This is an optimization exercise on Yosys and OpenROAD, whose aim is small area and a short achievable clock period, not a production implementation. Function was checked by simulation only, so behaviour that the tests miss may differ from the original. Power is estimated from default activity; no workload was simulated.

## eth_readout
module eth_readout (
	input  logic                  RCLK,
	input  logic                  RST_RESYNC,
	input  logic                  smp_wr_en_i,
	input  logic [11:0]           smp_data_i,
	input  logic                  smp_ovlp_i,
	input  logic                  l1a_wr_en_i,
	input  logic [23:0]           l1a_num_i,
	input  logic                  warn_i,
	input  logic                  txack_i,
	output logic [15:0]           txd_o,
	output logic                  txd_valid_o,
	output logic                  evt_buf_amt_o,
	output logic                  evt_buf_afl_o
);
Size in the first run: roughly 2,800 cells after synthesis, about 62 I/O pins, ~34,000 sq um of cells after synthesis.
clock: 3.0 ns
lec_check: 0
cap_margin: 20
core_margin: 2
core_utilization: 55
setup_slack_margin: 1.2
slew_margin: 20
synth_hierarchical: 1
synth_minimum_keep_size: 0
tns_end_percent: 20
standard.sh (not shown) runs the stock make flow with config.mk's settings and CLKGATE_MAP_FILE= SYNTH_SCRIPT=/design/flow/synth_recipe.tcl, a recipe that flattens the netlist after the stock synthesis.
==> flow/flow/run.sh <==
#!/bin/bash
# Standard ORFS layout (the standard.sh, standard synthesis) with a few
# ORFS variables changed:
#  - port buffers are buf_2 cells, and sizing may change a cell's footprint,
#  - CTS without dummy loads and with larger sink clusters.
# Each step's full output is in synth.log / layout.log here and in orfs/logs.
set -euo pipefail
bash standard.sh synth > synth.log 2>&1
bash standard.sh MATCH_CELL_FOOTPRINT=0 \
  "BUFFER_PORTS_ARGS=-buffer_cell sky130_fd_sc_hd__buf_2" \
  "CTS_ARGS=-sink_clustering_enable -repair_clock_nets -dont_use_dummy_load -sink_clustering_size 28 -sink_clustering_max_diameter 200 -distance_between_buffers 200" \
  finish > layout.log 2>&1
Edit:
==> flow/flow/run.sh (replaced) <==
#!/bin/bash
# Standard ORFS layout (the standard.sh, standard synthesis) with a few
# ORFS variables changed:
#  - port buffers are buf_4 cells, and sizing may change a cell's footprint,
#  - CTS without dummy loads and with larger sink clusters.
# Each step's full output is in synth.log / layout.log here and in orfs/logs.
set -euo pipefail
bash standard.sh synth > synth.log 2>&1
bash standard.sh MATCH_CELL_FOOTPRINT=0 \
  "BUFFER_PORTS_ARGS=-buffer_cell sky130_fd_sc_hd__buf_4" \
  "CTS_ARGS=-sink_clustering_enable -repair_clock_nets -dont_use_dummy_load -sink_clustering_size 24 -sink_clustering_max_diameter 80" \
  finish > layout.log 2>&1
Settings changed: TNS_END_PERCENT 20 to unset.
Via count is higher by 1.1%.
Cell count is higher by 0.46%.
Final area is higher by 1.9%.
Worst setup slack is better by 38 ps.
Flip-flop and latch count stays the same.
Edit:
--- a/flow/flow/run.sh
+++ b/flow/flow/run.sh
@@ -4 +4 @@
-#  - port buffers are buf_4 cells, and sizing may change a cell's footprint,
+#  - port buffers are buf_2 cells, and sizing may change a cell's footprint,
@@ -10,2 +10,2 @@
-  "BUFFER_PORTS_ARGS=-buffer_cell sky130_fd_sc_hd__buf_4" \
-  "CTS_ARGS=-sink_clustering_enable -repair_clock_nets -dont_use_dummy_load -sink_clustering_size 24 -sink_clustering_max_diameter 80" \
+  "BUFFER_PORTS_ARGS=-buffer_cell sky130_fd_sc_hd__buf_2" \
+  "CTS_ARGS=-sink_clustering_enable -repair_clock_nets -dont_use_dummy_load -sink_clustering_size 28 -sink_clustering_max_diameter 200 -distance_between_buffers 200" \
Result:
- setup slack gets better by 12 ps
- power came out lower by 1.3%
- via count barely changes
- core utilization decreases by 0.31 points
- fmax rises by 0.65%
- hold slack gains 340 ps
- final area falls by 0.52%
- flip-flop and latch count does not change
- count of clock-buffer cells in the layout fell by 6
- die area stays the same
- synthesized area is unchanged

---

eth_readout again, from the RTL that the note above started with.
Settings: LEC_CHECK=0, CAP_MARGIN=20, CORE_MARGIN=2, CORE_UTILIZATION=55, SETUP_SLACK_MARGIN=1.15, SLEW_MARGIN=20, SYNTH_HIERARCHICAL=1, SYNTH_MINIMUM_KEEP_SIZE=0; clock period 3.0 ns.
==> flow/flow/run.sh <==
#!/bin/bash
# Standard ORFS layout (the standard.sh, standard synthesis) with a few
# ORFS variables changed:
#  - port buffers are buf_4 cells, and sizing may change a cell's footprint,
#  - CTS without dummy loads and with larger sink clusters.
# Each step's full output is in synth.log / layout.log here and in orfs/logs.
set -euo pipefail
bash standard.sh synth > synth.log 2>&1
bash standard.sh MATCH_CELL_FOOTPRINT=0 \
  "BUFFER_PORTS_ARGS=-buffer_cell sky130_fd_sc_hd__buf_4" \
  "CTS_ARGS=-sink_clustering_enable -repair_clock_nets -dont_use_dummy_load -sink_clustering_size 24 -sink_clustering_max_diameter 80" \
  finish > layout.log 2>&1
The first run produced a clean layout.
Rerun with:
==> flow/flow/run.sh (replaced) <==
#!/bin/bash
# Standard ORFS layout (the standard.sh, standard synthesis) with a few
# ORFS variables changed:
#  - port buffers are buf_2 cells, and sizing may change a cell's footprint,
#  - CTS without dummy loads and with larger sink clusters.
# Each step's full output is in synth.log / layout.log here and in orfs/logs.
set -euo pipefail
bash standard.sh synth > synth.log 2>&1
bash standard.sh MATCH_CELL_FOOTPRINT=0 \
  "BUFFER_PORTS_ARGS=-buffer_cell sky130_fd_sc_hd__buf_2" \
  "CTS_ARGS=-sink_clustering_enable -repair_clock_nets -dont_use_dummy_load -sink_clustering_size 28 -sink_clustering_max_diameter 200 -distance_between_buffers 200" \
  finish > layout.log 2>&1
--- a/flow/config.mk
+++ b/flow/config.mk
@@ -9,4 +9,4 @@
 export CORE_MARGIN = 2
-export CORE_UTILIZATION = 55
-export SETUP_SLACK_MARGIN = 1.15
+export CORE_UTILIZATION = 50
+export SETUP_SLACK_MARGIN = 1.2
 export SLEW_MARGIN = 20
Result:
- via count goes up by 2.4%
- sequential power stays flat
- wire length grows by 3.5%
- flip-flop and latch count does not change
- worst setup slack is worse by 70 ps
- worst hold slack improved by 56 ps
- non-clock buffer count rose by 26
- maximum frequency came out lower by 3.7%
- combinational power came out higher by 6.6%
- synthesized cell count does not change
- die area rises by 9.8%
Rerun with:
==> flow/flow/run.sh (replaced) <==
#!/bin/bash
# Standard ORFS layout (the standard.sh, standard synthesis) with a few
# ORFS variables changed:
#  - port buffers are buf_4 cells, and sizing may change a cell's footprint,
#  - CTS without dummy loads and with larger sink clusters.
# Each step's full output is in synth.log / layout.log here and in orfs/logs.
set -euo pipefail
bash standard.sh synth > synth.log 2>&1
bash standard.sh MATCH_CELL_FOOTPRINT=0 \
  "BUFFER_PORTS_ARGS=-buffer_cell sky130_fd_sc_hd__buf_4" \
  "CTS_ARGS=-sink_clustering_enable -repair_clock_nets -dont_use_dummy_load -sink_clustering_size 24 -sink_clustering_max_diameter 80" \
  finish > layout.log 2>&1
--- a/flow/config.mk
+++ b/flow/config.mk
@@ -9,4 +9,4 @@
 export CORE_MARGIN = 2
-export CORE_UTILIZATION = 50
-export SETUP_SLACK_MARGIN = 1.2
+export CORE_UTILIZATION = 55
+export SETUP_SLACK_MARGIN = 1.1
 export SLEW_MARGIN = 20
=>
- setup slack improved by 67 ps
- final cell count went down by 4.0%
- cell area went down by 2.8%
- via count went down by 2.6%
- total power went down by 0.87%
- synthesized cell count stays the same
- clock skew went down by 38 ps
- sequential power is about the same
Rerun with:
--- a/flow/config.mk
+++ b/flow/config.mk
@@ -9,4 +9,4 @@
 export CORE_MARGIN = 2
-export CORE_UTILIZATION = 55
-export SETUP_SLACK_MARGIN = 1.1
+export CORE_UTILIZATION = 50
+export SETUP_SLACK_MARGIN = 1.2
 export SLEW_MARGIN = 20
Effect: Wire length grows by 3.4%. Die area grows by 9.8%. Area after synthesis stays the same. Power came out higher by 1.8%. Setup slack improves by 52 ps. First-iteration DRC count is lower by 2.8%. Global-route usage drops by 2.4 points.

## re-timing with driven ports
Ports are ideal in the flow. The routed layouts listed here were re-timed in OpenROAD. Step 1 assumes that a clkbuf_16 drives the clock port and a buf_2 every other input. Step 2 moves the port delays by t, midway between the first and last clock arrival at a register: inputs arrive t later, outputs are due t later. That takes back most of the time a late clock gives input paths. Three values: no drivers, after step 1, after step 2; two values: the first two.
| run | t, ns | setup slack, ns | hold slack, ns | latest minus earliest clock arrival (ns) | cell pins on the clock port's net |
|---|---|---|---|---|---|
| the first run of note 1 | 0.639 | 1.156 / 1.139 / 0.728 | 0.101 / 0.059 / 0.414 | 0.070 / 0.071 | 1 |
| the second run of note 1 | 0.663 | 1.194 / 1.134 / 0.813 | 0.069 / 0.024 / 0.443 | 0.039 / 0.039 | 1 |
| the third run of note 1 | 0.643 | 1.206 / 1.143 / 0.675 | 0.407 / 0.407 / 0.407 | 0.063 / 0.063 | 1 |
| the first run of note 2 | 0.655 | 1.155 / 1.111 / 0.806 | 0.045 / 0.009 / 0.433 | 0.043 / 0.043 | 1 |
| the second run of note 2 | 0.637 | 1.085 / 1.085 / 0.677 | 0.102 / 0.060 / 0.393 | 0.065 / 0.065 | 1 |
| the third run of note 2 | 0.667 | 1.152 / 1.099 / 0.792 | 0.119 / 0.078 / 0.442 | 0.028 / 0.029 | 1 |
| the fourth run of note 2 | 0.659 | 1.205 / 1.140 / 0.776 | 0.131 / 0.089 / 0.430 | 0.050 / 0.049 | 1 |
After both steps every run listed still meets setup and hold. For the third run of note 1, which loses most, drivers alone change the setup slack by -0.063 ns; drivers and shift together by -0.531 ns.
